This design comes from an exercise in tuning for small area on the open sky130 flow, not from production work. Only simulation tests tie the RTL to the original design; equivalence was not proved. No activity file was given, so power comes from the tool's default toggle rates.

**flow/flow/run.sh**
```bash
#!/bin/bash
# Own flow: the standard layout (standard.sh, unchanged synthesis) with the
# port buffers made from the smallest buffer cell, and clock tree synthesis
# without dummy balancing loads.
set -euo pipefail
bash standard.sh \
	BUFFER_PORTS_ARGS="-buffer_cell sky130_fd_sc_hd__buf_1" \
	CTS_ARGS="-sink_clustering_enable -repair_clock_nets -sink_clustering_size 30 -sink_clustering_max_diameter 120 -dont_use_dummy_load" \
	finish > flow_make.log 2>&1
```
**flow/standard.sh**
```bash
#!/bin/bash
# synth_recipe.tcl (not shown) runs the flow's synth.tcl, then flattens the netlist and writes it again
# the make line also repeats each setting of config.mk as NAME=value (left out here)
make -C /OpenROAD-flow-scripts/flow DESIGN_CONFIG=/design/flow/config.mk WORK_HOME=/design/flow/orfs CLKGATE_MAP_FILE= SYNTH_SCRIPT=/design/flow/synth_recipe.tcl "${@:-finish}"
```
**flow/config.mk**
```make
export PLATFORM = sky130hd
export DESIGN_NAME = sound_top
export DESIGN_NICKNAME = sound_top
export VERILOG_FILES = /design/flow/design.v
export SDC_FILE = /design/flow/constraint.sdc
export NUM_CORES = 4
export LEC_CHECK = 0
export CAP_MARGIN = 20
export CORE_MARGIN = 2
export CORE_UTILIZATION = 50
export CTS_CLUSTER_DIAMETER = 120
export CTS_CLUSTER_SIZE = 30
export PLACE_DENSITY = 0.65
export SLEW_MARGIN = 20
export SYNTH_HIERARCHICAL = 1
```
**flow/constraint.sdc**
```tcl
create_clock -name core_clock -period 10.0 [get_ports {clock}]
set_input_delay 2.0000 -clock core_clock [delete_from_list [all_inputs] [get_ports {clock}]]
set_output_delay 2.0000 -clock core_clock [all_outputs]
set_load 0.01 [all_outputs]
```
**flow/design.v**
```verilog
`timescale 1ns/1ps
`default_nettype none
module sound_top (
	input  wire        clock,
	input  wire        reset,
	input  wire        ready,        
	input  wire [3:0]  game_state,
	input  wire        flash_busy,
	input  wire [7:0]  flash_data,
	output wire [22:0] flash_addr,
	output wire        flash_read,
	output logic       loaded,
	output logic [7:0] to_ac97_data
);
	localparam logic [3:0] GS_IDLE = 4'd0, GS_POP = 4'd4, GS_MISSED = 4'd9, GS_WHACKED = 4'd10;
	logic [3:0] k;         
	logic [1:0] region;    
	logic       rd;        
	logic       waiting;   
	logic [7:0] first_pop, first_missed, first_whacked;
	logic [7:0] cring [0:8];
	logic [1:0] cpos_c;     
	logic [1:0] cpos_o;     
	logic       cpos_end;   
	logic       cshift;     
	logic       cseek;      
	logic       at_start;   
	logic       ld_last;    
	logic       arrive;     
	assign ld_last = (region == 2'd0) ? (k == 4'd3) : (region == 2'd1) ? (k == 4'd4) : (k == 4'd2);
	assign arrive  = !loaded && waiting && !flash_busy;
	assign flash_read = rd;
	assign flash_addr = {12'd0, region == 2'd2, !region[1], region[0], 4'd0, k};
	logic [1:0] prev_eff;      
	logic       prev_idle;     
	logic       cfirst;        
	logic [1:0] ctgt;          
	logic [1:0] rsel;          
	logic       clip_done;
	logic [7:0] fir_x;
	logic [1:0] eff;
	logic       is_effect, entering, leaving_idle, stall, idle, advance, playing;
	logic [7:0] clip_byte;     
	logic [7:0] mix;           
	logic [8:0] mix_c;
	always_comb begin
		case (game_state)
			GS_POP:     eff = 2'd1;
			GS_MISSED:  eff = 2'd2;
			GS_WHACKED: eff = 2'd3;
			default:    eff = 2'd0;
		endcase
		at_start = (cpos_c == ctgt) && (cpos_o == 2'd0);
		case (cpos_c)
			2'd2:    cpos_end = (cpos_o == 2'd3);
			2'd3:    cpos_end = (cpos_o == 2'd1);
			default: cpos_end = (cpos_o == 2'd2);
		endcase
	end
	assign is_effect    = (eff != 2'd0);
	assign idle         = (game_state == GS_IDLE);
	assign entering     = is_effect && (eff != prev_eff);
	assign leaving_idle = !idle && prev_idle;
	assign stall        = flash_busy || rd || leaving_idle;
	assign advance      = ready && !stall;
	assign playing      = is_effect && !clip_done && !entering;
	assign cshift       = loaded ? ((cseek && !at_start) || (advance && playing && !cfirst && !cpos_end))
	                             : (arrive && k != 4'd0);
	always_ff @(posedge clock) begin
		rsel <= cfirst ? ctgt : 2'd0;
		if (cshift) begin
			cring[0] <= loaded ? cring[8] : flash_data;
			for (int i = 1; i < 9; i++)
				cring[i] <= cring[i-1];
		end
		if (!reset && arrive) begin
			if (k == 4'd0 && region == 2'd0) first_pop     <= flash_data;
			if (k == 4'd0 && region == 2'd1) first_missed  <= flash_data;
			if (k == 4'd0 && region == 2'd2) first_whacked <= flash_data;
		end
		if (reset)
		begin
			cpos_c <= 2'd1;
			cpos_o <= 2'd0;
		end
		else if (loaded && cshift)
		begin
			cpos_o <= cpos_end ? 2'd0 : cpos_o + 2'd1;
			if (cpos_end)
				cpos_c <= (cpos_c == 2'd3) ? 2'd1 : cpos_c + 2'd1;
		end
		if (reset) begin
			k            <= 4'd0;
			region       <= 2'd0;
			rd           <= 1'b0;
			waiting      <= 1'b0;
			loaded       <= 1'b0;
			prev_eff     <= 2'd0;
			prev_idle    <= 1'b1;
			cfirst       <= 1'b1;
			ctgt         <= 2'd1;
			cseek        <= 1'b0;
			clip_done    <= 1'b1;
			fir_x        <= 8'd0;
			to_ac97_data <= 8'd0;
		end else if (!loaded) begin
			if (!rd && !waiting) begin
				if (region == 2'd3)
					loaded <= 1'b1;      
				else
					rd <= 1'b1;          
			end else if (rd && !flash_busy) begin
				rd      <= 1'b0;
				waiting <= 1'b1;
			end else if (waiting && !flash_busy) begin
				waiting <= 1'b0;
				if (ld_last) begin
					k      <= 4'd0;
					region <= region + 2'd1;
				end else begin
					k  <= k + 4'd1;
					rd <= 1'b1;
				end
			end
		end else begin
			prev_eff  <= eff;
			prev_idle <= idle;
			if (at_start)
				cseek <= 1'b0;
			if (rd && !flash_busy)
				rd <= 1'b0;
			if (idle) begin
				k     <= 4'd0;
				rd    <= 1'b0;
				fir_x <= 8'd0;
				if (ready)
					to_ac97_data <= 8'd0;
			end else begin
				if (!flash_busy)
					fir_x <= flash_data;
				if (leaving_idle)
					rd <= 1'b1;
				if (entering) begin
					cfirst    <= 1'b1;
					ctgt      <= eff;
					cseek     <= 1'b1;
					clip_done <= 1'b0;
				end
				if (advance) begin
					k  <= k + 4'd1;
					rd <= 1'b1;
					to_ac97_data <= mix;
					if (playing) begin
						if (cfirst)
							cfirst <= 1'b0;
						else if (cpos_end)
							clip_done <= 1'b1;       
					end
				end
			end
		end
	end
	logic [7:0]  ring [0:30];
	logic [7:0]  xb;           
	logic [7:0]  val;          
	logic [4:0]  r_age;        
	logic [4:0]  win;          
	logic        clear;        
	logic        act;
	logic [7:0]  mn;           
	logic        n;            
	logic [7:0]  vxn;          
	logic [17:0] sum, acc;     
	logic        cpend, cmid;  
	assign act = (win != 5'd0);
	coef_rom u_coef (.r_age(r_age), .act(act), .mn(mn), .n(n));
	sample_sel u_sel (.head(ring[30]), .xb(xb), .newest(r_age == 5'd0), .clear(clear), .n(n), .val(val), .vxn(vxn));
	wire mt_1, mt_2, mt_3, mt_4, mt_5, mt_6, mt_7, mt_8, mt_9, mt_10, mt_11, mt_12, mt_13, mt_14, mt_15, mt_16, mt_17, mt_18, mt_19, mt_20, mt_21, mt_22, mt_23, mt_24, mt_25, mt_26, mt_27, mt_28, mt_29, mt_30, mt_31, mt_32, mt_33, mt_34, mt_35, mt_36, mt_37, mt_38, mt_39, mt_40, mt_41, mt_42, mt_43, mt_44, mt_45, mt_46, mt_47, mt_48, mt_49, mt_50, mt_51, mt_52, mt_53, mt_54, mt_55, mt_56, mt_57, mt_58, mt_59, mt_60, mt_61, mt_62, mt_63, mt_64, mt_65, mt_66, mt_67, mt_68, mt_69, mt_70, mt_71, mt_72, mt_73, mt_74, mt_75, mt_76, mt_77, mt_78, mt_79, mt_80, mt_81, mt_82, mt_83, mt_84, mt_85, mt_86, mt_87, mt_88, mt_89, mt_90, mt_91, mt_92, mt_93, mt_94, mt_95, mt_96, mt_97, mt_98, mt_99, mt_100, mt_101, mt_102, mt_103, mt_104, mt_105, mt_106, mt_107, mt_108, mt_109, mt_110, mt_111, mt_112, mt_113, mt_114, mt_115, mt_116, mt_117, mt_118, mt_119, mt_120, mt_121, mt_122, mt_123, mt_124, mt_125, mt_126, mt_127, mt_128, mt_129, mt_130, mt_131, mt_132, mt_133, mt_134, mt_135, mt_136, mt_137, mt_138, mt_139, mt_140, mt_141, mt_142, mt_143;
	wire [7:0] pp0 = {vxn[7] | mn[0], ~(vxn[6:0] | {7{mn[0]}})};
	wire [7:0] pp1 = {vxn[7] | mn[1], ~(vxn[6:0] | {7{mn[1]}})};
	wire [7:0] pp2 = {vxn[7] | mn[2], ~(vxn[6:0] | {7{mn[2]}})};
	wire [7:0] pp3 = {vxn[7] | mn[3], ~(vxn[6:0] | {7{mn[3]}})};
	wire [7:0] pp4 = {vxn[7] | mn[4], ~(vxn[6:0] | {7{mn[4]}})};
	wire [7:0] pp5 = {vxn[7] | mn[5], ~(vxn[6:0] | {7{mn[5]}})};
	wire [8:0] pp6;
	assign pp6[0] = ~(vxn[0] | mn[6]);
	assign pp6[1] = ~((vxn[1] | mn[6]) & (vxn[0] | mn[7]));
	assign pp6[2] = ~((vxn[2] | mn[6]) & (vxn[1] | mn[7]));
	assign pp6[3] = ~((vxn[3] | mn[6]) & (vxn[2] | mn[7]));
	assign pp6[4] = ~((vxn[4] | mn[6]) & (vxn[3] | mn[7]));
	assign pp6[5] = ~((vxn[5] | mn[6]) & (vxn[4] | mn[7]));
	assign pp6[6] = ~((vxn[6] | mn[6]) & (vxn[5] | mn[7]));
	assign pp6[7] = ~((vxn[7] | mn[6]) & (vxn[6] | mn[7]));
	assign pp6[8] = vxn[7] | (mn[6] & mn[7]);
	ha u_mt_1 (.a(sum[5]), .b(pp0[5]), .s(mt_1), .co(mt_2));
	fa u_mt_3 (.a(sum[6]), .b(pp0[6]), .c(pp1[5]), .s(mt_3), .co(mt_4));
	ha u_mt_5 (.a(pp2[4]), .b(pp3[3]), .s(mt_5), .co(mt_6));
	fa u_mt_7 (.a(sum[7]), .b(pp0[7]), .c(pp1[6]), .s(mt_7), .co(mt_8));
	fa u_mt_9 (.a(pp2[5]), .b(pp3[4]), .c(pp4[3]), .s(mt_9), .co(mt_10));
	ha u_mt_11 (.a(pp5[2]), .b(pp6[1]), .s(mt_11), .co(mt_12));
	fa u_mt_13 (.a(sum[8]), .b(pp1[7]), .c(pp2[6]), .s(mt_13), .co(mt_14));
	fa u_mt_15 (.a(pp3[5]), .b(pp4[4]), .c(pp5[3]), .s(mt_15), .co(mt_16));
	fa u_mt_17 (.a(sum[9]), .b(pp2[7]), .c(pp3[6]), .s(mt_17), .co(mt_18));
	ha u_mt_19 (.a(sum[3]), .b(pp0[3]), .s(mt_19), .co(mt_20));
	fa u_mt_21 (.a(sum[4]), .b(pp0[4]), .c(pp1[3]), .s(mt_21), .co(mt_22));
	ha u_mt_23 (.a(pp2[2]), .b(pp3[1]), .s(mt_23), .co(mt_24));
	fa u_mt_25 (.a(mt_1), .b(pp1[4]), .c(pp2[3]), .s(mt_25), .co(mt_26));
	fa u_mt_27 (.a(pp3[2]), .b(pp4[1]), .c(pp5[0]), .s(mt_27), .co(mt_28));
	fa u_mt_29 (.a(mt_2), .b(mt_3), .c(mt_5), .s(mt_29), .co(mt_30));
	fa u_mt_31 (.a(pp4[2]), .b(pp5[1]), .c(pp6[0]), .s(mt_31), .co(mt_32));
	fa u_mt_33 (.a(mt_4), .b(mt_6), .c(mt_7), .s(mt_33), .co(mt_34));
	assign mt_35 = ~(mt_9 ^ mt_11);
	assign mt_36 = mt_9 | mt_11;
	fa u_mt_37 (.a(mt_8), .b(mt_10), .c(mt_12), .s(mt_37), .co(mt_38));
	fa u_mt_39 (.a(mt_13), .b(mt_15), .c(pp6[2]), .s(mt_39), .co(mt_40));
	fa u_mt_41 (.a(mt_14), .b(mt_16), .c(mt_17), .s(mt_41), .co(mt_42));
	fa u_mt_43 (.a(pp4[5]), .b(pp5[4]), .c(pp6[3]), .s(mt_43), .co(mt_44));
	fa u_mt_45 (.a(mt_18), .b(sum[10]), .c(pp3[7]), .s(mt_45), .co(mt_46));
	fa u_mt_47 (.a(pp4[6]), .b(pp5[5]), .c(pp6[4]), .s(mt_47), .co(mt_48));
	fa u_mt_49 (.a(sum[11]), .b(pp4[7]), .c(pp5[6]), .s(mt_49), .co(mt_50));
	ha u_mt_51 (.a(sum[2]), .b(pp0[2]), .s(mt_51), .co(mt_52));
	fa u_mt_53 (.a(mt_19), .b(pp1[2]), .c(pp2[1]), .s(mt_53), .co(mt_54));
	fa u_mt_55 (.a(mt_20), .b(mt_21), .c(mt_23), .s(mt_55), .co(mt_56));
	fa u_mt_57 (.a(mt_22), .b(mt_24), .c(mt_25), .s(mt_57), .co(mt_58));
	fa u_mt_59 (.a(mt_26), .b(mt_28), .c(mt_29), .s(mt_59), .co(mt_60));
	fa u_mt_61 (.a(mt_30), .b(mt_32), .c(mt_33), .s(mt_61), .co(mt_62));
	fa u_mt_63 (.a(mt_34), .b(mt_36), .c(mt_37), .s(mt_63), .co(mt_64));
	fa u_mt_65 (.a(mt_38), .b(mt_40), .c(mt_41), .s(mt_65), .co(mt_66));
	fa u_mt_67 (.a(mt_42), .b(mt_44), .c(mt_45), .s(mt_67), .co(mt_68));
	fa u_mt_69 (.a(mt_46), .b(mt_48), .c(mt_49), .s(mt_69), .co(mt_70));
	fa u_mt_71 (.a(mt_50), .b(sum[12]), .c(pp5[7]), .s(mt_71), .co(mt_72));
	ha u_mt_73 (.a(sum[13]), .b(pp6[7]), .s(mt_73), .co(mt_74));
	ha u_mt_75 (.a(sum[1]), .b(pp0[1]), .s(mt_75), .co(mt_76));
	fa u_mt_77 (.a(mt_51), .b(pp1[1]), .c(pp2[0]), .s(mt_77), .co(mt_78));
	fa u_mt_79 (.a(mt_52), .b(mt_53), .c(pp3[0]), .s(mt_79), .co(mt_80));
	fa u_mt_81 (.a(mt_54), .b(mt_55), .c(pp4[0]), .s(mt_81), .co(mt_82));
	fa u_mt_83 (.a(mt_56), .b(mt_57), .c(mt_27), .s(mt_83), .co(mt_84));
	fa u_mt_85 (.a(mt_58), .b(mt_59), .c(mt_31), .s(mt_85), .co(mt_86));
	fa u_mt_87 (.a(mt_60), .b(mt_61), .c(mt_35), .s(mt_87), .co(mt_88));
	fa u_mt_89 (.a(mt_62), .b(mt_63), .c(mt_39), .s(mt_89), .co(mt_90));
	fa u_mt_91 (.a(mt_64), .b(mt_65), .c(mt_43), .s(mt_91), .co(mt_92));
	fa u_mt_93 (.a(mt_66), .b(mt_67), .c(mt_47), .s(mt_93), .co(mt_94));
	fa u_mt_95 (.a(mt_68), .b(mt_69), .c(pp6[5]), .s(mt_95), .co(mt_96));
	fa u_mt_97 (.a(mt_70), .b(mt_71), .c(pp6[6]), .s(mt_97), .co(mt_98));
	assign mt_99 = ~(mt_72 ^ mt_73);
	assign mt_100 = mt_72 | mt_73;
	fa u_mt_101 (.a(mt_74), .b(sum[14]), .c(pp6[8]), .s(mt_101), .co(mt_102));
	assign mt_103 = ~sum[15];
	assign mt_104 = sum[15];
	assign mt_105 = ~sum[16];
	assign mt_106 = sum[16];
	assign mt_107 = ~sum[17];
	assign mt_108 = sum[17];
	ha u_mt_109 (.a(sum[0]), .b(pp0[0]), .s(mt_109), .co(mt_110));
	fa u_mt_111 (.a(mt_75), .b(pp1[0]), .c(mt_110), .s(mt_111), .co(mt_112));
	fa u_mt_113 (.a(mt_76), .b(mt_77), .c(mt_112), .s(mt_113), .co(mt_114));
	fa u_mt_115 (.a(mt_78), .b(mt_79), .c(mt_114), .s(mt_115), .co(mt_116));
	fa u_mt_117 (.a(mt_80), .b(mt_81), .c(mt_116), .s(mt_117), .co(mt_118));
	fa u_mt_119 (.a(mt_82), .b(mt_83), .c(mt_118), .s(mt_119), .co(mt_120));
	fa u_mt_121 (.a(mt_84), .b(mt_85), .c(mt_120), .s(mt_121), .co(mt_122));
	fa u_mt_123 (.a(mt_86), .b(mt_87), .c(mt_122), .s(mt_123), .co(mt_124));
	fa u_mt_125 (.a(mt_88), .b(mt_89), .c(mt_124), .s(mt_125), .co(mt_126));
	fa u_mt_127 (.a(mt_90), .b(mt_91), .c(mt_126), .s(mt_127), .co(mt_128));
	assign cmid = mt_128;
	fa u_mt_129 (.a(mt_92), .b(mt_93), .c(cpend), .s(mt_129), .co(mt_130));
	fa u_mt_131 (.a(mt_94), .b(mt_95), .c(mt_130), .s(mt_131), .co(mt_132));
	fa u_mt_133 (.a(mt_96), .b(mt_97), .c(mt_132), .s(mt_133), .co(mt_134));
	fa u_mt_135 (.a(mt_98), .b(mt_99), .c(mt_134), .s(mt_135), .co(mt_136));
	fa u_mt_137 (.a(mt_100), .b(mt_101), .c(mt_136), .s(mt_137), .co(mt_138));
	fa u_mt_139 (.a(mt_102), .b(mt_103), .c(mt_138), .s(mt_139), .co(mt_140));
	fa u_mt_141 (.a(mt_104), .b(mt_105), .c(mt_140), .s(mt_141), .co(mt_142));
	assign mt_143 = mt_106 ^ mt_107 ^ mt_142;
	assign acc = {mt_143, mt_141, mt_139, mt_137, mt_135, mt_133, mt_131, mt_129, mt_127, mt_125, mt_123, mt_121, mt_119, mt_117, mt_115, mt_113, mt_111, mt_109};
	always_ff @(posedge clock) begin
		if (ready)
			xb <= fir_x;
		ring[0] <= val;
		for (int i = 1; i < 31; i++)
			ring[i] <= ring[i-1];
		if (!ready)
			r_age <= (r_age == 5'd0) ? 5'd30 : r_age - 5'd1;
		if (reset) begin
			win   <= 5'd0;
			clear <= 1'b1;
			sum   <= 18'd56;      
			cpend <= 1'b0;
		end else begin
			if (ready)
				win <= 5'd1;
			else if (act)
				win <= win + 5'd1;     
			if (win == 5'd31)
				clear <= 1'b0;
			if (ready) begin
				sum   <= 18'd56;
				cpend <= 1'b0;
			end else begin
				sum   <= acc;
				cpend <= cmid;
			end
		end
	end
	always_comb begin
		case (rsel)
			2'd1:    clip_byte = first_pop;
			2'd2:    clip_byte = first_missed;
			2'd3:    clip_byte = first_whacked;
			default: clip_byte = cring[8];
		endcase
		if (!playing)
			clip_byte = 8'd0;
	end
	assign mix_c[0] = cpend;
	for (genvar b = 0; b < 8; b++) begin : g_mix
		fa u_fa (.a(sum[10+b]), .b(clip_byte[b]), .c(mix_c[b]), .s(mix[b]), .co(mix_c[b+1]));
	end
endmodule
module sample_sel (
	input  wire [7:0] head,
	input  wire [7:0] xb,
	input  wire       newest,
	input  wire       clear,
	input  wire       n,
	output wire [7:0] val,
	output wire [7:0] vxn
);
	assign val = newest ? xb : (clear ? 8'd0 : head);
	assign vxn = ~(val ^ {8{n}});
endmodule
module coef_rom (
	input  wire [4:0] r_age,
	input  wire       act,
	output wire [7:0] mn,
	output wire       n
);
	assign mn[0] = ~(act & ((r_age == 5'd0) | (r_age == 5'd1) | (r_age == 5'd2) | (r_age == 5'd3) | (r_age == 5'd5) | (r_age == 5'd6) | (r_age == 5'd11) | (r_age == 5'd12) | (r_age == 5'd14) | (r_age == 5'd16) | (r_age == 5'd18) | (r_age == 5'd19) | (r_age == 5'd24) | (r_age == 5'd25) | (r_age == 5'd27) | (r_age == 5'd28) | (r_age == 5'd29) | (r_age == 5'd30)));
	assign mn[1] = ~(act & ((r_age == 5'd2) | (r_age == 5'd4) | (r_age == 5'd5) | (r_age == 5'd8) | (r_age == 5'd9) | (r_age == 5'd10) | (r_age == 5'd12) | (r_age == 5'd13) | (r_age == 5'd14) | (r_age == 5'd16) | (r_age == 5'd17) | (r_age == 5'd18) | (r_age == 5'd20) | (r_age == 5'd21) | (r_age == 5'd22) | (r_age == 5'd25) | (r_age == 5'd26) | (r_age == 5'd28)));
	assign mn[2] = ~(act & ((r_age == 5'd3) | (r_age == 5'd4) | (r_age == 5'd5) | (r_age == 5'd6) | (r_age == 5'd10) | (r_age == 5'd11) | (r_age == 5'd13) | (r_age == 5'd17) | (r_age == 5'd19) | (r_age == 5'd20) | (r_age == 5'd24) | (r_age == 5'd25) | (r_age == 5'd26) | (r_age == 5'd27)));
	assign mn[3] = ~(act & ((r_age == 5'd8) | (r_age == 5'd9) | (r_age == 5'd10) | (r_age == 5'd12) | (r_age == 5'd13) | (r_age == 5'd14) | (r_age == 5'd16) | (r_age == 5'd17) | (r_age == 5'd18) | (r_age == 5'd20) | (r_age == 5'd21) | (r_age == 5'd22)));
	assign mn[4] = ~(act & ((r_age == 5'd9) | (r_age == 5'd12) | (r_age == 5'd14) | (r_age == 5'd16) | (r_age == 5'd18) | (r_age == 5'd21)));
	assign mn[5] = ~(act & ((r_age == 5'd10) | (r_age == 5'd13) | (r_age == 5'd14) | (r_age == 5'd16) | (r_age == 5'd17) | (r_age == 5'd20)));
	assign mn[6] = ~(act & ((r_age == 5'd11) | (r_age == 5'd12) | (r_age == 5'd13) | (r_age == 5'd14) | (r_age == 5'd16) | (r_age == 5'd17) | (r_age == 5'd18) | (r_age == 5'd19)));
	assign mn[7] = ~(act & ((r_age == 5'd15)));
	assign n = act & ((r_age == 5'd0) | (r_age == 5'd1) | (r_age == 5'd2) | (r_age == 5'd3) | (r_age == 5'd4) | (r_age == 5'd5) | (r_age == 5'd6) | (r_age == 5'd24) | (r_age == 5'd25) | (r_age == 5'd26) | (r_age == 5'd27) | (r_age == 5'd28) | (r_age == 5'd29) | (r_age == 5'd30));
endmodule
module fa (
	input  wire a,
	input  wire b,
	input  wire c,
	output wire s,
	output wire co
);
	assign s  = a ^ b ^ c;
	assign co = (a & b) | (a & c) | (b & c);
endmodule
module ha (
	input  wire a,
	input  wire b,
	output wire s,
	output wire co
);
	assign s  = a ^ b;
	assign co = a & b;
endmodule
`default_nettype wire
```
==> flow_summary.html, run 1 <==
<table>
<tr><th>Metric</th><th>Value</th></tr>
<tr><th colspan="2">Power and ir drop</th></tr>
<tr><td>Total power divided by cell area</td><td>~200 nW/um2</td></tr>
<tr><td>Sequential share of power</td><td>0.606</td></tr>
<tr><td>Gate power share</td><td>0.131</td></tr>
<tr><td>Internal Pwr Total</td><td>roughly 2300 uW</td></tr>
<tr><td>Share of total power consumed by net switching</td><td>0.2373</td></tr>
<tr><td>Max VDD drop</td><td>155.5 uV</td></tr>
<tr><td>Leakage</td><td>0.005531 uW</td></tr>
<tr><td>Final Total Pwr</td><td>3001 uW</td></tr>
<tr><td>Portion of total power attributed to the clock network</td><td>0.264</td></tr>
<tr><td>Power spent charging and discharging nets</td><td>712.2 uW</td></tr>
<tr><th colspan="2">Die</th></tr>
<tr><td>Die area</td><td>about 29000 um2</td></tr>
<tr><td>Chip Height</td><td>171.0 um</td></tr>
<tr><td>Row count</td><td>61</td></tr>
<tr><td>I/O pins</td><td>49</td></tr>
<tr><td>Standard cell core area</td><td>27630 um2</td></tr>
<tr><td>Initial cell density of the core</td><td>0.5049</td></tr>
<tr><td>Die Wd</td><td>171.0 um</td></tr>
<tr><th colspan="2">Place</th></tr>
<tr><td>Number of buffers added on ports</td><td>32</td></tr>
<tr><td>Number of placed instances with taps included</td><td>1360</td></tr>
<tr><td>Final HPWL DP</td><td>14100 um</td></tr>
<tr><td>Global placer's final weighted congestion</td><td>between 0.7 and 0.8</td></tr>
<tr><th colspan="2">CTS</th></tr>
<tr><td>Number of buffers added by the clock tree synthesis step</td><td>18</td></tr>
<tr><td>H-Tree Depth</td><td>1</td></tr>
<tr><td>Post-CTS sizing</td><td>0</td></tr>
<tr><td>Insertion delay of the later-clocked pin in the worst-skew pair</td><td>520 ps</td></tr>
<tr><td>Count of hold-fix buffers inserted at cts</td><td>0</td></tr>
<tr><td>Maximum clock path buffer count</td><td>3</td></tr>
<tr><td>CTS tree</td><td>built</td></tr>
<tr><td>CTS sink count</td><td>roughly 420</td></tr>
<tr><td>Clock root buffer master</td><td>sky130_fd_sc_hd__clkbuf_16</td></tr>
<tr><td>Total setup buffers inserted after CTS</td><td>0</td></tr>
<tr><td>Clock transition at path regs</td><td>110 ps</td></tr>
<tr><th colspan="2">Setup path</th></tr>
<tr><td>Worst path required time</td><td>10400 ps</td></tr>
<tr><td>Cell seen most often among critical-path stages</td><td>sky130_fd_sc_hd__fa_1</td></tr>
<tr><td>Biggest fanout along the worst timing path</td><td>17</td></tr>
<tr><td>Startpoint Class</td><td>flip-flop</td></tr>
<tr><td>Worst-path cell with the longest stage delay</td><td>sky130_fd_sc_hd__xnor2_1</td></tr>
<tr><td>Setup crit end kind</td><td>flip-flop</td></tr>
<tr><td>FF-to-FF setup slack</td><td>2110 ps</td></tr>
<tr><td>Critical setup path kind</td><td>flip-flop to flip-flop</td></tr>
<tr><td>Timing startpoint of the critical path</td><td>r_age[0]</td></tr>
<tr><td>R2r startpoint</td><td>r_age[0]</td></tr>
<tr><td>Critical Path, Cell by Cell</td><td>inv_1, ha_1, nand2b_1, or3_1, inv_1, o21ai_2, xnor2_1, nor2_1, fa_1, fa_1, fa_1, fa_1, fa_1, fa_1, fa_1, fa_1, fa_1, fa_1, fa_1, xnor2_1, xnor2_1, nor3_1</td></tr>
<tr><td>Worst stage delay on the critical path</td><td>600 ps</td></tr>
<tr><td>Worst Path Arrival</td><td>a little over 8000 ps</td></tr>
<tr><th colspan="2">Routing</th></tr>
<tr><td>Count of TritonRoute iterations in the first routing pass</td><td>4</td></tr>
<tr><td>Total vias in the final route</td><td>about 6.7k</td></tr>
<tr><td>Via density per instance</td><td>about 5</td></tr>
<tr><td>Detail-routed net length per standard cell</td><td>roughly 15 um</td></tr>
<tr><td>Post-Route WL</td><td>21160 um</td></tr>
<tr><td>Number of DRC markers in iteration 0</td><td>between 400 and 500</td></tr>
<tr><td>Remaining design rule violation count</td><td>0</td></tr>
<tr><td>Routed Antenna Nets</td><td>0</td></tr>
<tr><th colspan="2">Cells and area</th></tr>
<tr><td>Number of antenna diodes</td><td>0</td></tr>
<tr><td>Signed area change from the synthesized netlist to the final layout</td><td>6.000%</td></tr>
<tr><td>Share of layout cells above drive strength 1</td><td>0.06300</td></tr>
<tr><td>Net count, final</td><td>1109</td></tr>
<tr><td>Final cell utilization of the core</td><td>0.5352</td></tr>
<tr><td>Final Non-Filler Cells</td><td>1378</td></tr>
<tr><th colspan="2">Timing</th></tr>
<tr><td>Number of max-slew violations in the final report</td><td>0</td></tr>
<tr><td>Final count of hold timing violations</td><td>0</td></tr>
<tr><td>Highest clock rate</td><td>between 100 and 150 MHz</td></tr>
<tr><td>Final setup violation count</td><td>0</td></tr>
<tr><td>Normalized max-slew margin</td><td>0.4051</td></tr>
<tr><td>Unrepaired setup endpoints after global routing</td><td>false</td></tr>
<tr><td>Tcrit/Tclk final</td><td>0.7890</td></tr>
<tr><td>Sum Neg Setup Slack</td><td>0 ps</td></tr>
<tr><td>Clock period minus worst slack</td><td>between 7000 and 8000 ps</td></tr>
<tr><td>Clock skew</td><td>72.39 ps</td></tr>
<tr><td>Least-Margin Pin Slew</td><td>892.3 ps</td></tr>
<tr><th colspan="2">Synth</th></tr>
<tr><td>Synth Register Bits</td><td>421</td></tr>
<tr><td>Number of warnings issued by yosys</td><td>11</td></tr>
<tr><td>Post-synth top flop</td><td>sky130_fd_sc_hd__dfxtp_1</td></tr>
<tr><td>Sequential area share after synthesis</td><td>0.6823</td></tr>
<tr><td>Synth cell types</td><td>60</td></tr>
<tr><td>Average footprint of a synthesized cell</td><td>14.11 um2</td></tr>
<tr><td>Netlist area before placement</td><td>13950 um2</td></tr>
<tr><td>Number of flops mapped to enable cells by yosys</td><td>109</td></tr>
<tr><td>Synth Instances</td><td>989</td></tr>
<tr><td>Share of synthesized flip-flops with an asynchronous set or reset</td><td>0</td></tr>
<tr><th colspan="2">Run status</th></tr>
<tr><td>Outcome</td><td>timing/DRC/antenna clean</td></tr>
<tr><th colspan="2">Worst hold path</th></tr>
<tr><td>Hold Startpoint</td><td>ring[6][7]</td></tr>
<tr><td>Classification of the worst-slack hold path</td><td>flip-flop to flip-flop</td></tr>
<tr><th colspan="2">GRT</th></tr>
<tr><td>First-pass GRT wire length</td><td>34930 um</td></tr>
<tr><td>Initial antenna violation count</td><td>0</td></tr>
<tr><td>Number of global-route vias before repair</td><td>6770</td></tr>
<tr><td>GRT Util Overall</td><td>0.1504</td></tr>
<tr><td>Grt ovf</td><td>0</td></tr>
<tr><td>Maximum number of pins on one net before global-route repair</td><td>73</td></tr>
<tr><th colspan="2">Run</th></tr>
<tr><td>Max-Cap Viols</td><td>0</td></tr>
</table>
-- sequential cells by signal, indices dropped and copies added, names as in the netlist, 4 cells and up --
| register | count |
|---|---|
| first_pop | 8 |
| fir_x | 8 |
| first_whacked | 8 |
| win | 5 |
| cring | 72 |
| ring | 248 |
| r_age | 5 |
| first_missed | 8 |
| xb | 8 |
| to_ac97_data | 8 |
| sum | 18 |
| k | 4 |
-- metrics by stage --
stage          hold WS [ps]  worst slack, ps  instance area (um2)
6_report              319.9             2110                14790
3_5_place_dp          312.1             2105                14340
4_1_cts               320.0             2113                14790
3_3_place_gp          310.1             2305                14340
2_1_floorplan         309.6             2654                14010
5_1_grt               325.0             1614                14790
-- final timing paths --
path / endpoint / depth (start not counted)
worst max-delay path: sum[17] / 22
worst min-delay path: ring[7][7] / 0
worst max register to register: sum[17] / 22
worst min register to register: ring[7][7] / 0
-- synthesized netlist by cell type, drive strengths merged (2+ instances only) --
| library cell | number | share of area |
|---|---|---|
| and3 | 14 | 0.0063 |
| edfxtp | 109 | 0.23 |
| a211oi | 3 | 0.0020 |
| nor3 | 5 | 0.0018 |
| nand3 | 17 | 0.0061 |
| o22ai | 10 | 0.0045 |
| o21ai | 25 | 0.011 |
| mux4 | 8 | 0.013 |
| a311oi | 2 | 0.0013 |
| nor4b | 2 | 0.0013 |
| nand2 | 45 | 0.012 |
| nor2 | 81 | 0.022 |
| buf | 27 | 0.014 |
| nand2b | 15 | 0.0067 |
| nand3b | 5 | 0.0027 |
| or2b | 3 | 0.0017 |
| mux2i | 6 | 0.0043 |
| ha | 26 | 0.023 |
| a21oi | 30 | 0.011 |
| or4 | 2 | 0.0011 |
| and2 | 22 | 0.0099 |
| a32oi | 2 | 0.0013 |
| mux2 | 9 | 0.0073 |
| inv | 32 | 0.0086 |
| or3 | 7 | 0.0031 |
| dfxtp | 312 | 0.45 |
| fa | 65 | 0.093 |
| a21o | 3 | 0.0016 |
| a31oi | 3 | 0.0013 |
| xnor2 | 19 | 0.012 |
| a211o | 2 | 0.0013 |
| or2 | 9 | 0.0040 |
| nor3b | 2 | 0.0011 |
| o31ai | 3 | 0.0016 |
| a22oi | 8 | 0.0043 |
| clkbuf | 33 | 0.0089 |
| nor2b | 6 | 0.0027 |
| xor2 | 4 | 0.0025 |
-- critical path, delay by kind of cell, from the launching register on --
| kind | cells | cell delay, ps |
|---|---|---|
| flip-flops | 1 | 570 |
| AND/OR/NAND/NOR | 4 | 670 |
| XOR/XNOR | 3 | 950 |
| AO/OA/AOI/OAI | 1 | 150 |
| adder cells (fa/ha/maj) | 12 | 4850 |
| buffers and inverters | 2 | 600 |
-- layout by cell type (no fill, tap or decap), drive strengths merged, types with 3 or more instances in the layout --
master  count
a31oi       3
ha         26
or2b        3
fa         65
or3         7
nor3        5
xnor2      19
o31ai       3
mux2        9
xor2        4
a22oi       8
nand3      17
nand3b      5
and2       22
o21ai      25
a21o        3
mux4        8
o22ai      10
nand2b     15
buf        37
a21oi      30
mux2i       6
a211oi      3
and3       14
dfxtp     312
nor2b       6
inv        32
clkbuf     19
conb       16
nor2       81
edfxtp    109
nand2      45
or2         9
-- power by group through the flow --
| stage | registers, uW | logic [uW] | clock network, uW |
|---|---|---|---|
| final | 1820 | 393 | 791 |
| after detailed placement | 1860 | 398 | 0 |
| after global routing | 1830 | 465 | 876 |
| after floorplan | 1840 | 322 | 0 |
| after global placement | 1860 | 391 | 0 |
| after CTS | 1820 | 406 | 819 |
-- per-module statistics from Yosys, one instance, submodules excluded --
module      cell area, um2  flops+latches
coef_rom             336.6              0
ha                   12.51              0
fa                   20.02              0
sound_top            11960            421
sample_sel           237.7              0
-- layout make-up --
type                    count  area [um2]
flip-flops and latches    421        9519
clock buffers              18       450.4
fillers                  2335       12840
inverters                  32       120.1
multi-input cells         491        4059
well taps                 378       473.0
repair buffers             38       166.4
-- per-layer routing --
metal  global-route usage  up-vias  share of wire
met5                    0        -              0
met4              0.04237        0          0.024
met3              0.02359       35          0.040
met2               0.2347      119           0.45
met1               0.2194     3297           0.49
li1                     -     3294              -
-- logic make-up (layout without fill, tap and decap cells) --
logic type / after synthesis / after routing / share of synthesized area
other: 1 / 16 / 0.0002688
xor gates and xnor gates: 23 / 23 / 0.01444
adders and majority gates: 91 / 91 / 0.1166
muxes: 23 / 23 / 0.02448
and+or+nand+nor: 241 / 241 / 0.08574
AOI/OAI and AO/OA: 97 / 97 / 0.04502
DFF: 421 / 421 / 0.6823
buffers and inverters: 92 / 88 / 0.03112
==> run 2, diff against run 1 <==
==> flow/flow/run.sh (replaced) <==
#!/bin/bash
# Own flow: the standard layout (standard.sh, unchanged synthesis) with the
# port buffers made from the smallest buffer cell, and clock tree synthesis
# without dummy balancing loads.
set -euo pipefail
bash standard.sh \
	BUFFER_PORTS_ARGS="-buffer_cell sky130_fd_sc_hd__buf_1" \
	CTS_ARGS="-sink_clustering_enable -repair_clock_nets -sink_clustering_size 30 -sink_clustering_max_diameter 120 -dont_use_dummy_load -root_buf sky130_fd_sc_hd__clkbuf_8 -tree_buf sky130_fd_sc_hd__clkbuf_8" \
	finish > flow_make.log 2>&1
--- a/flow/config.mk
+++ b/flow/config.mk
@@ -7,9 +7,9 @@
 export LEC_CHECK = 0
 export CAP_MARGIN = 20
 export CORE_MARGIN = 2
-export CORE_UTILIZATION = 50
+export CORE_UTILIZATION = 60
 export CTS_CLUSTER_DIAMETER = 120
 export CTS_CLUSTER_SIZE = 30
-export PLACE_DENSITY = 0.65
+export PLACE_DENSITY = 0.75
 export SLEW_MARGIN = 20
 export SYNTH_HIERARCHICAL = 1
==> run 2 against run 1 <==
Critical path type unchanged. Final cell count shrank 6.7%. Synthesized area is the same. Synthesized cell count is the same. Still clean on timing, DRC and antenna. Critical endpoint unchanged.
==> flow_summary.html, run 2 <==
<table>
<tr><th>Metric</th><th>Value</th></tr>
<tr><th colspan="2">Die</th></tr>
<tr><td>I/O pins</td><td>49 (unchanged)</td></tr>
<tr><td>Standard cell core area</td><td>22710 um2 (-18%)</td></tr>
<tr><td>Row count</td><td>55 (-9.8%)</td></tr>
<tr><td>Die Wd</td><td>156.5 um (-8.5%)</td></tr>
<tr><td>Die area</td><td>24490 um2 (-16%)</td></tr>
<tr><td>Initial cell density of the core</td><td>0.6143 (+0.1094)</td></tr>
<tr><td>Chip Height</td><td>156.5 um (-8.5%)</td></tr>
<tr><th colspan="2">Synth</th></tr>
<tr><td>Synth cell types</td><td>60 (unchanged)</td></tr>
<tr><td>Netlist area before placement</td><td>13950 um2 (unchanged)</td></tr>
<tr><td>Sequential area share after synthesis</td><td>0.6823 (unchanged)</td></tr>
<tr><td>Area fraction of the dominant cell type after synthesis</td><td>0.4477 (unchanged)</td></tr>
<tr><td>Synth Register Bits</td><td>421 (unchanged)</td></tr>
<tr><td>Number of flops mapped to enable cells by yosys</td><td>109 (unchanged)</td></tr>
<tr><td>Average footprint of a synthesized cell</td><td>14.11 um2 (unchanged)</td></tr>
<tr><td>Synth Instances</td><td>989 (unchanged)</td></tr>
<tr><td>Number of warnings issued by yosys</td><td>11 (unchanged)</td></tr>
<tr><td>Share of synthesized flip-flops with an asynchronous set or reset</td><td>0 (unchanged)</td></tr>
<tr><td>Top area cells in the synthesized netlist</td><td>sky130_fd_sc_hd__dfxtp_1 (45%), sky130_fd_sc_hd__edfxtp_1 (23%), sky130_fd_sc_hd__fa_1 (9.3%)</td></tr>
<tr><td>Post-synth top flop</td><td>sky130_fd_sc_hd__dfxtp_1</td></tr>
<tr><td>Yosys top cell by area</td><td>sky130_fd_sc_hd__dfxtp_1</td></tr>
<tr><td>Most numerous cell in the Yosys netlist</td><td>sky130_fd_sc_hd__dfxtp_1</td></tr>
<tr><td>List of most frequent post-synthesis cells</td><td>sky130_fd_sc_hd__dfxtp_1 (312), sky130_fd_sc_hd__edfxtp_1 (109), sky130_fd_sc_hd__nor2_1 (81)</td></tr>
<tr><th colspan="2">Setup path</th></tr>
<tr><td>R2r startpoint</td><td>r_age[0]</td></tr>
<tr><td>Cell seen most often among critical-path stages</td><td>sky130_fd_sc_hd__fa_1</td></tr>
<tr><td>Reg2Reg Capture Point</td><td>sum[17]</td></tr>
<tr><td>Worst-path cell with the longest stage delay</td><td>sky130_fd_sc_hd__xnor2_1</td></tr>
<tr><td>Worst stage delay on the critical path</td><td>590 ps (about the same)</td></tr>
<tr><td>Critical setup path kind</td><td>flip-flop to flip-flop</td></tr>
<tr><td>Worst path required time</td><td>10430 ps (+30 ps)</td></tr>
<tr><td>Worst Reg-to-Reg Cells</td><td>22 (unchanged)</td></tr>
<tr><td>Startpoint Class</td><td>flip-flop</td></tr>
<tr><td>Worst Path Arrival</td><td>8400 ps (+110 ps)</td></tr>
<tr><td>Critical Path, Cell by Cell</td><td>inv_1, ha_1, nand2b_1, or3_1, inv_1, o21ai_2, xnor2_1, nor2_1, fa_1, fa_1, fa_1, fa_1, fa_1, fa_1, fa_1, fa_1, fa_1, fa_1, fa_1, xnor2_1, xnor2_1, nor3_1</td></tr>
<tr><td>Biggest fanout along the worst timing path</td><td>17 (unchanged)</td></tr>
<tr><td>Setup crit end kind</td><td>flip-flop</td></tr>
<tr><td>FF-to-FF setup slack</td><td>2040 ps (-70 ps)</td></tr>
<tr><th colspan="2">Power and ir drop</th></tr>
<tr><td>Total power divided by cell area</td><td>202.9 nW/um2 (about the same)</td></tr>
<tr><td>Power spent charging and discharging nets</td><td>707.8 uW (-0.62%)</td></tr>
<tr><td>Leakage</td><td>0.005521 uW (-0.18%)</td></tr>
<tr><td>Gate power share</td><td>0.134 (+0.003)</td></tr>
<tr><td>Internal Pwr Total</td><td>2263 uW (-1.1%)</td></tr>
<tr><td>Max VDD drop</td><td>154.5 uV (-0.66%)</td></tr>
<tr><td>Portion of total power attributed to the clock network</td><td>0.254 (-0.010)</td></tr>
<tr><td>Sequential share of power</td><td>0.612 (+0.006)</td></tr>
<tr><td>Final Total Pwr</td><td>2971 uW (-1.0%)</td></tr>
<tr><td>Share of total power consumed by net switching</td><td>0.2383 (+0.0009302)</td></tr>
<tr><th colspan="2">GRT</th></tr>
<tr><td>First-pass GRT wire length</td><td>33540 um (-4.0%)</td></tr>
<tr><td>Maximum number of pins on one net before global-route repair</td><td>73 (unchanged)</td></tr>
<tr><td>GRT Util Overall</td><td>0.1743 (+0.02389)</td></tr>
<tr><td>Grt ovf</td><td>0 (unchanged)</td></tr>
<tr><td>Initial antenna violation count</td><td>0 (unchanged)</td></tr>
<tr><td>Number of global-route vias before repair</td><td>6476 (-4.3%)</td></tr>
<tr><th colspan="2">Cells and area</th></tr>
<tr><td>Final cell utilization of the core</td><td>0.6448 (+0.1096)</td></tr>
<tr><td>Share of layout cells above drive strength 1</td><td>0.06294 (about the same)</td></tr>
<tr><td>Final Non-Filler Cells</td><td>1286 (-6.7%)</td></tr>
<tr><td>Commonest cells after routing, fill and taps aside</td><td>sky130_fd_sc_hd__dfxtp_1 (312), sky130_fd_sc_hd__edfxtp_1 (109), sky130_fd_sc_hd__nor2_1 (81)</td></tr>
<tr><td>Number of flip-flops in the largest register</td><td>248 (unchanged)</td></tr>
<tr><td>Largest Register</td><td>ring</td></tr>
<tr><td>Net count, final</td><td>1110 (+0.090%)</td></tr>
<tr><td>Signed area change from the synthesized netlist to the final layout</td><td>4.960%</td></tr>
<tr><td>Number of antenna diodes</td><td>0 (unchanged)</td></tr>
<tr><td>Most common cell after layout, fill and taps aside</td><td>sky130_fd_sc_hd__dfxtp_1</td></tr>
<tr><td>Largest registers ranked by flip-flop count</td><td>ring (248), cring (72), sum (18)</td></tr>
<tr><th colspan="2">CTS</th></tr>
<tr><td>Count of hold-fix buffers inserted at cts</td><td>0 (unchanged)</td></tr>
<tr><td>H-Tree Depth</td><td>1 (unchanged)</td></tr>
<tr><td>Clock transition at path regs</td><td>110 ps (about the same)</td></tr>
<tr><td>Total setup buffers inserted after CTS</td><td>0 (unchanged)</td></tr>
<tr><td>Post-CTS sizing</td><td>0 (unchanged)</td></tr>
<tr><td>Maximum clock path buffer count</td><td>3 (unchanged)</td></tr>
<tr><td>Number of buffers added by the clock tree synthesis step</td><td>18 (unchanged)</td></tr>
<tr><td>CTS tree</td><td>built</td></tr>
<tr><td>CTS sink count</td><td>421 (unchanged)</td></tr>
<tr><td>Insertion delay of the later-clocked pin in the worst-skew pair</td><td>580 ps (+60 ps)</td></tr>
<tr><td>Clock root buffer master</td><td>sky130_fd_sc_hd__clkbuf_8</td></tr>
<tr><th colspan="2">Routing</th></tr>
<tr><td>Metal3 WL</td><td>910 um (+7.2%)</td></tr>
<tr><td>Total vias in the final route</td><td>6689 (-0.83%)</td></tr>
<tr><td>Top layer in use</td><td>met4</td></tr>
<tr><td>Met1 layer wirelength in the final routing</td><td>9840 um (-5.2%)</td></tr>
<tr><td>Post-Route WL</td><td>20530 um (-3.0%)</td></tr>
<tr><td>Detail-routed net length per standard cell</td><td>15.96 um (+3.9%)</td></tr>
<tr><td>Remaining design rule violation count</td><td>0 (unchanged)</td></tr>
<tr><td>Met2 wire length</td><td>9408 um (-0.21%)</td></tr>
<tr><td>Via density per instance</td><td>5.201 (+6.3%)</td></tr>
<tr><td>Routed Antenna Nets</td><td>0 (unchanged)</td></tr>
<tr><td>Count of TritonRoute iterations in the first routing pass</td><td>5 (+1)</td></tr>
<tr><td>Number of DRC markers in iteration 0</td><td>513 (+20%)</td></tr>
<tr><th colspan="2">Place</th></tr>
<tr><td>Number of placed instances with taps included</td><td>1268 (-6.8%)</td></tr>
<tr><td>Global placer's final weighted congestion</td><td>0.8090 (+1.9%)</td></tr>
<tr><td>Number of buffers added on ports</td><td>32 (unchanged)</td></tr>
<tr><td>Final HPWL DP</td><td>13800 um (-2.1%)</td></tr>
<tr><th colspan="2">Timing</th></tr>
<tr><td>Clock period minus worst slack</td><td>7962 ps (+71.97 ps)</td></tr>
<tr><td>Number of max-slew violations in the final report</td><td>0 (unchanged)</td></tr>
<tr><td>Normalized max-slew margin</td><td>0.3502 (-0.05491)</td></tr>
<tr><td>Least-Margin Pin Slew</td><td>971.1 ps (+78.78 ps)</td></tr>
<tr><td>Highest clock rate</td><td>125.6 MHz (-0.90%)</td></tr>
<tr><td>Tcrit/Tclk final</td><td>0.7962 (+0.007197)</td></tr>
<tr><td>Final setup violation count</td><td>0 (unchanged)</td></tr>
<tr><td>Unrepaired setup endpoints after global routing</td><td>false</td></tr>
<tr><td>Final count of hold timing violations</td><td>0 (unchanged)</td></tr>
<tr><td>Sum Neg Setup Slack</td><td>0 ps (unchanged)</td></tr>
<tr><td>Clock skew</td><td>91.58 ps (+19.20 ps)</td></tr>
<tr><th colspan="2">Run</th></tr>
<tr><td>Max-Cap Viols</td><td>0 (unchanged)</td></tr>
<tr><th colspan="2">Worst hold path</th></tr>
<tr><td>Hold-critical path endpoint</td><td>ring[24][5]</td></tr>
<tr><td>Hold Startpoint</td><td>ring[23][5]</td></tr>
<tr><td>Cell depth of the worst min-delay path</td><td>0 (unchanged)</td></tr>
<tr><td>Classification of the worst-slack hold path</td><td>flip-flop to flip-flop</td></tr>
<tr><th colspan="2">Run status</th></tr>
<tr><td>Outcome</td><td>timing/DRC/antenna clean</td></tr>
</table>
-- run 2: cell counts after synthesis --
No cell type changed its count.
-- run 2: worst max-delay path: cells and delay by family (launching register included) --
family	cells	cell delay, ps
compound gates	1	140
flops	1	580
simple gates	4	660
xor+xnor	3	910
buf+inv	2	600
fa+ha+maj	12	4890
-- run 2: logic make-up (layout without fill, tap and decap cells) --
family,Yosys count,in the layout,share of synthesized area
compound gates,97,97,0.04502
other cells,1,16,0.0002688
flops,421,421,0.6823
simple gates,241,241,0.08574
mux,23,23,0.02448
buf+inv,92,89,0.03112
xor+xnor,23,23,0.01444
fa+ha+maj,91,91,0.1166
-- run 2: worst max path at each step --
stage | from | depth (start not counted) | slack [ps] | end
after floorplan | win[0] | 24 | 2650 | sum[17]
after global placement | r_age[0] | 22 | 2330 | sum[17]
after detailed placement | r_age[0] | 22 | 2090 | sum[17]
after CTS | r_age[0] | 22 | 2030 | sum[17]
after global routing | r_age[0] | 22 | 1540 | sum[17]
final | r_age[0] | 22 | 2040 | sum[17]
-- run 2: routing by layer --
metal	GRT usage	up-vias
met2	0.2733	124
li1	-	3293
met3	0.02271	24
met4	0.03801	0
met1	0.2637	3248
met5	0	-
-- run 2: cell type report --
cell class                      instances  area [um2]
Sequential cell                       421        9519
Fill cell                            1677        8066
Multi-Input combinational cell        491        4056
Clock buffer                           18       416.7
Tap cell                              285       356.6
Timing Repair Buffer                   39       173.9
Inverter                               32       120.1
-- run 2: metrics by stage --
step           hold WS [ps]  setup slack [ps]  area (um2)
2_1_floorplan         309.6              2654       14010
3_5_place_dp          312.1              2093       14230
5_1_grt               310.4              1543       14640
6_report              309.0              2038       14640
3_3_place_gp          310.5              2330       14230
4_1_cts               304.1              2029       14640
-- run 2: Yosys stat by module, one instance, submodules excluded --
module	cell area [um2]	flip-flops and latches
ha	12.51	0
coef_rom	336.6	0
sample_sel	237.7	0
sound_top	11960	421
fa	20.02	0
-- run 2: power groups by stage --
| stage | Combinational (uW) | Sequential (uW) | Clock [uW] |
|---|---|---|---|
| after CTS | 408 | 1820 | 780 |
| after floorplan | 322 | 1840 | 0 |
| after global placement | 382 | 1860 | 0 |
| after global routing | 476 | 1830 | 840 |
| after detailed placement | 402 | 1860 | 0 |
| final | 398 | 1820 | 755 |
==> run 3, diff against run 2 <==
--- a/flow/flow/run.sh
+++ b/flow/flow/run.sh
@@ -6,4 +6,5 @@
 bash standard.sh \
 	BUFFER_PORTS_ARGS="-buffer_cell sky130_fd_sc_hd__buf_1" \
 	CTS_ARGS="-sink_clustering_enable -repair_clock_nets -sink_clustering_size 30 -sink_clustering_max_diameter 120 -dont_use_dummy_load -root_buf sky130_fd_sc_hd__clkbuf_8 -tree_buf sky130_fd_sc_hd__clkbuf_8" \
+	SKIP_REPAIR_TIE_FANOUT=1 \
 	finish > flow_make.log 2>&1
==> run 3 against run 2 <==
Combinational power down 2%. Cell area fell by 0.37%. Non-clock buffer count did not move. Highest routed layer unchanged. Register-to-register slack improved by 180 ps. Die area stayed put. Critical path type unchanged. Global-route usage grew 0.21 points. Clock power barely moved. Wire length rose by 0.58%. Count of clock-buffer cells in the layout is the same. Synthesized cell count unchanged. Hold slack improved by 9.8 ps.
==> flow_summary.html, run 3 <==
<table>
<tr><th>Metric</th><th>Value</th></tr>
<tr><th colspan="2">Run status</th></tr>
<tr><td>Outcome</td><td>timing/DRC/antenna clean</td></tr>
<tr><th colspan="2">Routing</th></tr>
<tr><td>Remaining design rule violation count</td><td>0 (unchanged)</td></tr>
<tr><td>Total vias in the final route</td><td>6594 (-1.4%)</td></tr>
<tr><td>Count of TritonRoute iterations in the first routing pass</td><td>5 (unchanged)</td></tr>
<tr><td>Via density per instance</td><td>5.188 (-0.26%)</td></tr>
<tr><td>Number of DRC markers in iteration 0</td><td>338 (-34%)</td></tr>
<tr><td>Post-Route WL</td><td>20650 um (+0.58%)</td></tr>
<tr><td>Detail-routed net length per standard cell</td><td>16.25 um (+1.8%)</td></tr>
<tr><td>Routed Antenna Nets</td><td>0 (unchanged)</td></tr>
<tr><th colspan="2">GRT</th></tr>
<tr><td>GRT Util Overall</td><td>0.1763 (+0.002056)</td></tr>
<tr><td>First-pass GRT wire length</td><td>34070 um (+1.6%)</td></tr>
<tr><td>Grt ovf</td><td>0 (unchanged)</td></tr>
<tr><td>Number of global-route vias before repair</td><td>6632 (+2.4%)</td></tr>
<tr><td>Maximum number of pins on one net before global-route repair</td><td>73 (unchanged)</td></tr>
<tr><td>Initial antenna violation count</td><td>0 (unchanged)</td></tr>
<tr><th colspan="2">Power and ir drop</th></tr>
<tr><td>Share of total power consumed by net switching</td><td>0.2377 (-0.0005811)</td></tr>
<tr><td>Max VDD drop</td><td>145.4 uV (-5.9%)</td></tr>
<tr><td>Sequential share of power</td><td>0.613 (about the same)</td></tr>
<tr><td>Portion of total power attributed to the clock network</td><td>0.255 (about the same)</td></tr>
<tr><td>Gate power share</td><td>0.132 (-0.002)</td></tr>
<tr><td>Power spent charging and discharging nets</td><td>704.5 uW (-0.47%)</td></tr>
<tr><td>Internal Pwr Total</td><td>2259 uW (-0.15%)</td></tr>
<tr><td>Total power divided by cell area</td><td>203.2 nW/um2 (+0.14%)</td></tr>
<tr><td>Leakage</td><td>0.005473 uW (-0.88%)</td></tr>
<tr><td>Final Total Pwr</td><td>2964 uW (-0.23%)</td></tr>
<tr><th colspan="2">Setup path</th></tr>
<tr><td>Critical Path, Cell by Cell</td><td>inv_1, ha_1, nand2b_1, or3_1, inv_1, o21ai_2, xnor2_1, nor2_1, fa_1, fa_1, fa_1, fa_1, fa_1, fa_1, fa_1, fa_1, fa_1, fa_1, fa_1, xnor2_1, xnor2_1, nor3_1</td></tr>
<tr><td>Timing startpoint of the critical path</td><td>r_age[0]</td></tr>
<tr><td>Worst Path Arrival</td><td>8260 ps (-140 ps)</td></tr>
<tr><td>Worst path required time</td><td>10470 ps (+40 ps)</td></tr>
<tr><td>R2r startpoint</td><td>r_age[0]</td></tr>
<tr><td>Worst stage delay on the critical path</td><td>580 ps (about the same)</td></tr>
<tr><td>Setup crit end kind</td><td>flip-flop</td></tr>
<tr><td>Worst Reg-to-Reg Cells</td><td>22 (unchanged)</td></tr>
<tr><td>Cell seen most often among critical-path stages</td><td>sky130_fd_sc_hd__fa_1</td></tr>
<tr><td>FF-to-FF setup slack</td><td>2220 ps (+180 ps)</td></tr>
<tr><td>Worst-path cell with the longest stage delay</td><td>sky130_fd_sc_hd__edfxtp_1</td></tr>
<tr><td>Top delay family on crit path</td><td>adder cells</td></tr>
<tr><td>Sum of buffers and inverters on the critical path</td><td>2 (unchanged)</td></tr>
<tr><td>Startpoint Class</td><td>flip-flop</td></tr>
<tr><td>Reg2Reg Capture Point</td><td>sum[17]</td></tr>
<tr><td>Critical setup path kind</td><td>flip-flop to flip-flop</td></tr>
<tr><td>Biggest fanout along the worst timing path</td><td>17 (unchanged)</td></tr>
<tr><td>Timing endpoint of the critical path</td><td>sum[17]</td></tr>
<tr><td>Instance count on the critical path</td><td>22 (unchanged)</td></tr>
<tr><th colspan="2">CTS</th></tr>
<tr><td>H-Tree Depth</td><td>1 (unchanged)</td></tr>
<tr><td>Clock root buffer master</td><td>sky130_fd_sc_hd__clkbuf_8</td></tr>
<tr><td>CTS sink count</td><td>421 (unchanged)</td></tr>
<tr><td>CTS tree</td><td>built</td></tr>
<tr><td>Number of buffers added by the clock tree synthesis step</td><td>18 (unchanged)</td></tr>
<tr><td>Clock transition at path regs</td><td>110 ps (about the same)</td></tr>
<tr><td>Maximum clock path buffer count</td><td>3 (unchanged)</td></tr>
<tr><td>Post-CTS sizing</td><td>0 (unchanged)</td></tr>
<tr><td>Count of hold-fix buffers inserted at cts</td><td>0 (unchanged)</td></tr>
<tr><td>Insertion delay of the later-clocked pin in the worst-skew pair</td><td>590 ps (about the same)</td></tr>
<tr><td>Total setup buffers inserted after CTS</td><td>0 (unchanged)</td></tr>
<tr><th colspan="2">Place</th></tr>
<tr><td>Global placer's final weighted congestion</td><td>0.8514 (+5.2%)</td></tr>
<tr><td>Number of buffers added on ports</td><td>32 (unchanged)</td></tr>
<tr><td>Worst slack after detailed placement</td><td>2196 ps (+103.0 ps)</td></tr>
<tr><td>Final HPWL DP</td><td>13990 um (+1.4%)</td></tr>
<tr><th colspan="2">Die</th></tr>
<tr><td>Chip Height</td><td>156.5 um (unchanged)</td></tr>
<tr><td>Row count</td><td>55 (unchanged)</td></tr>
<tr><td>Die area</td><td>24490 um2 (unchanged)</td></tr>
<tr><td>I/O pins</td><td>49 (unchanged)</td></tr>
<tr><td>Standard cell core area</td><td>22710 um2 (unchanged)</td></tr>
<tr><td>Die Wd</td><td>156.5 um (unchanged)</td></tr>
<tr><td>Initial cell density of the core</td><td>0.6143 (unchanged)</td></tr>
<tr><th colspan="2">Timing</th></tr>
<tr><td>Worst hold slack after final layout</td><td>318.9 ps (+9.844 ps)</td></tr>
<tr><td>Number of max-slew violations in the final report</td><td>0 (unchanged)</td></tr>
<tr><td>Normalized max-slew margin</td><td>0.4133 (+0.06307)</td></tr>
<tr><td>Tcrit/Tclk final</td><td>0.7785 (-0.01773)</td></tr>
<tr><td>Least-Margin Pin Slew</td><td>880.0 ps (-91.02 ps)</td></tr>
<tr><td>Setup slack of the critical path after layout</td><td>2215 ps (+177.3 ps)</td></tr>
<tr><td>Sum Neg Setup Slack</td><td>0 ps (unchanged)</td></tr>
<tr><td>Clock skew</td><td>70.92 ps (-20.67 ps)</td></tr>
<tr><td>Final count of hold timing violations</td><td>0 (unchanged)</td></tr>
<tr><td>Clock period minus worst slack</td><td>7785 ps (-177.3 ps)</td></tr>
<tr><td>Unrepaired setup endpoints after global routing</td><td>false</td></tr>
<tr><td>Highest clock rate</td><td>128.5 MHz (+2.3%)</td></tr>
<tr><td>Final setup violation count</td><td>0 (unchanged)</td></tr>
<tr><th colspan="2">Cells and area</th></tr>
<tr><td>Final cell utilization of the core</td><td>0.6424 (-0.002369)</td></tr>
<tr><td>Number of antenna diodes</td><td>0 (unchanged)</td></tr>
<tr><td>Net count, final</td><td>1095 (-1.4%)</td></tr>
<tr><td>Number of fillers in the final layout</td><td>1671 (-0.36%)</td></tr>
<tr><td>Signed area change from the synthesized netlist to the final layout</td><td>4.574%</td></tr>
<tr><td>Commonest cells after routing, fill and taps aside</td><td>sky130_fd_sc_hd__dfxtp_1 (312), sky130_fd_sc_hd__edfxtp_1 (109), sky130_fd_sc_hd__nor2_1 (80)</td></tr>
<tr><td>Area occupied by registers</td><td>9519 um2 (unchanged)</td></tr>
<tr><td>Largest registers ranked by flip-flop count</td><td>ring (248), cring (72), sum (18)</td></tr>
<tr><td>Area of combinational cells with multiple inputs</td><td>4003 um2 (-1.3%)</td></tr>
<tr><td>Number of flip-flops in the largest register</td><td>248 (unchanged)</td></tr>
<tr><td>Share of layout cells above drive strength 1</td><td>0.06491 (+0.001972)</td></tr>
<tr><td>Largest Register</td><td>ring</td></tr>
<tr><td>Most common cell after layout, fill and taps aside</td><td>sky130_fd_sc_hd__dfxtp_1</td></tr>
<tr><th colspan="2">Synth</th></tr>
<tr><td>Number of flops mapped to enable cells by yosys</td><td>109 (unchanged)</td></tr>
<tr><td>Netlist area before placement</td><td>13950 um2 (unchanged)</td></tr>
<tr><td>Post-synth top flop</td><td>sky130_fd_sc_hd__dfxtp_1</td></tr>
<tr><td>Area fraction of the dominant cell type after synthesis</td><td>0.4477 (unchanged)</td></tr>
<tr><td>Synth Register Bits</td><td>421 (unchanged)</td></tr>
<tr><td>Share of synthesized flip-flops with an asynchronous set or reset</td><td>0 (unchanged)</td></tr>
<tr><td>Synth Instances</td><td>989 (unchanged)</td></tr>
<tr><td>Average footprint of a synthesized cell</td><td>14.11 um2 (unchanged)</td></tr>
<tr><td>Most numerous cell in the Yosys netlist</td><td>sky130_fd_sc_hd__dfxtp_1</td></tr>
<tr><td>Synth cell types</td><td>60 (unchanged)</td></tr>
<tr><td>Number of warnings issued by yosys</td><td>11 (unchanged)</td></tr>
<tr><td>Yosys top cell by area</td><td>sky130_fd_sc_hd__dfxtp_1</td></tr>
<tr><td>List of most frequent post-synthesis cells</td><td>sky130_fd_sc_hd__dfxtp_1 (312), sky130_fd_sc_hd__edfxtp_1 (109), sky130_fd_sc_hd__nor2_1 (81)</td></tr>
<tr><td>Top area cells in the synthesized netlist</td><td>sky130_fd_sc_hd__dfxtp_1 (45%), sky130_fd_sc_hd__edfxtp_1 (23%), sky130_fd_sc_hd__fa_1 (9.3%)</td></tr>
<tr><td>Sequential area share after synthesis</td><td>0.6823 (unchanged)</td></tr>
<tr><th colspan="2">Worst hold path</th></tr>
<tr><td>Classification of the worst-slack hold path</td><td>flip-flop to flip-flop</td></tr>
<tr><th colspan="2">Run</th></tr>
<tr><td>Max-Cap Viols</td><td>0 (unchanged)</td></tr>
</table>
[run 3: changes by cell type in the layout (fill, tap and decap cells not counted)]
| cell | delta |
|---|---|
| sky130_fd_sc_hd__conb_1 | -15 |
| sky130_fd_sc_hd__nor2_2 | +1 |
| sky130_fd_sc_hd__nor2_1 | -1 |
[run 3: per-stage QoR]
step           std cells  instance area [um2]
6_report            1271                14590
5_1_grt             1271                14590
4_1_cts             1271                14590
3_5_place_dp        1253                14170
3_3_place_gp        1253                14170
2_1_floorplan        989                13950
[run 3: routing by layer]
| layer | global-route usage | vias to the layer above | part of all wire |
|---|---|---|---|
| met4 | 0.05374 | 0 | 0.028 |
| met1 | 0.2532 | 3192 | 0.48 |
| li1 | - | 3270 | - |
| met2 | 0.2821 | 99 | 0.46 |
| met5 | 0 | - | 0 |
| met3 | 0.02603 | 33 | 0.036 |
[run 3: how the worst min path moves through the flow]
stage,from,endpoint,cells past startpoint
after floorplan,ring[9][0],ring[10][0],0
after global placement,ring[8][6],ring[9][6],0
after detailed placement,ring[6][2],ring[7][2],0
after CTS,ring[21][1],ring[22][1],0
after global routing,ring[1][5],ring[2][5],0
final,ring[21][1],ring[22][1],0
[run 3: logic make-up (layout without fill, tap and decap cells)]
kind of cell    Yosys count  in the layout  share of synthesized area
compound gates           97             97                    0.04502
xor+xnor                 23             23                    0.01444
fa+ha+maj                91             91                     0.1166
buf+inv                  92             89                    0.03112
flops                   421            421                     0.6823
mux                      23             23                    0.02448
other cells               1              1                  0.0002688
simple gates            241            241                    0.08574
[run 3: modules after synthesis, one instance, submodules excluded]
module      cells inside  area [um2]
fa                     1       20.02
coef_rom              53       336.6
sound_top            828       11960
sample_sel            34       237.7
ha                     1       12.51
[run 3: cell type report]
class | instances | share of cell area
clock buffers | 18 | 0.02856
flip-flops and latches | 421 | 0.6525
well taps | 285 | 0.02444
repair buffers | 39 | 0.01192
inverters | 32 | 0.008233
multi-input cells | 476 | 0.2744
[run 3: power groups by stage]
stage	combinational (uW)	sequential, uW	clock, uW
after floorplan	322	1840	0
after global placement	381	1860	0
after detailed placement	400	1860	0
after CTS	404	1820	782
after global routing	463	1830	833
final	391	1820	754

-- port drivers added, routing unchanged --
Ports are ideal in the flow. The routed layouts listed here were re-timed in OpenROAD. Step 1: set_driving_cell puts a clkbuf_16 on clock and a buf_2 on each other input, an assumption about the parent block. Step 2, shift: input delay + t, output delay - t, t = (earliest + latest rising clock arrival at the registers) / 2. This alone moves slack from input paths to output paths. Three values: ideal ports, drivers, drivers and shift; two values: the first two.
run | shift t [ns] | setup slack, ns | hold WS [ns] | worst data-port slew with drivers (ns)
run 1 | 0.536 | 2.110 / 2.110 / 2.110 | 0.320 / 0.320 / 0.320 | 0.04
run 2 | 0.579 | 2.038 / 2.038 / 2.038 | 0.309 / 0.309 / 0.309 | 0.05
run 3 | 0.597 | 2.215 / 2.215 / 2.215 | 0.319 / 0.319 / 0.319 | 0.05
After both steps every run listed still meets setup and hold.
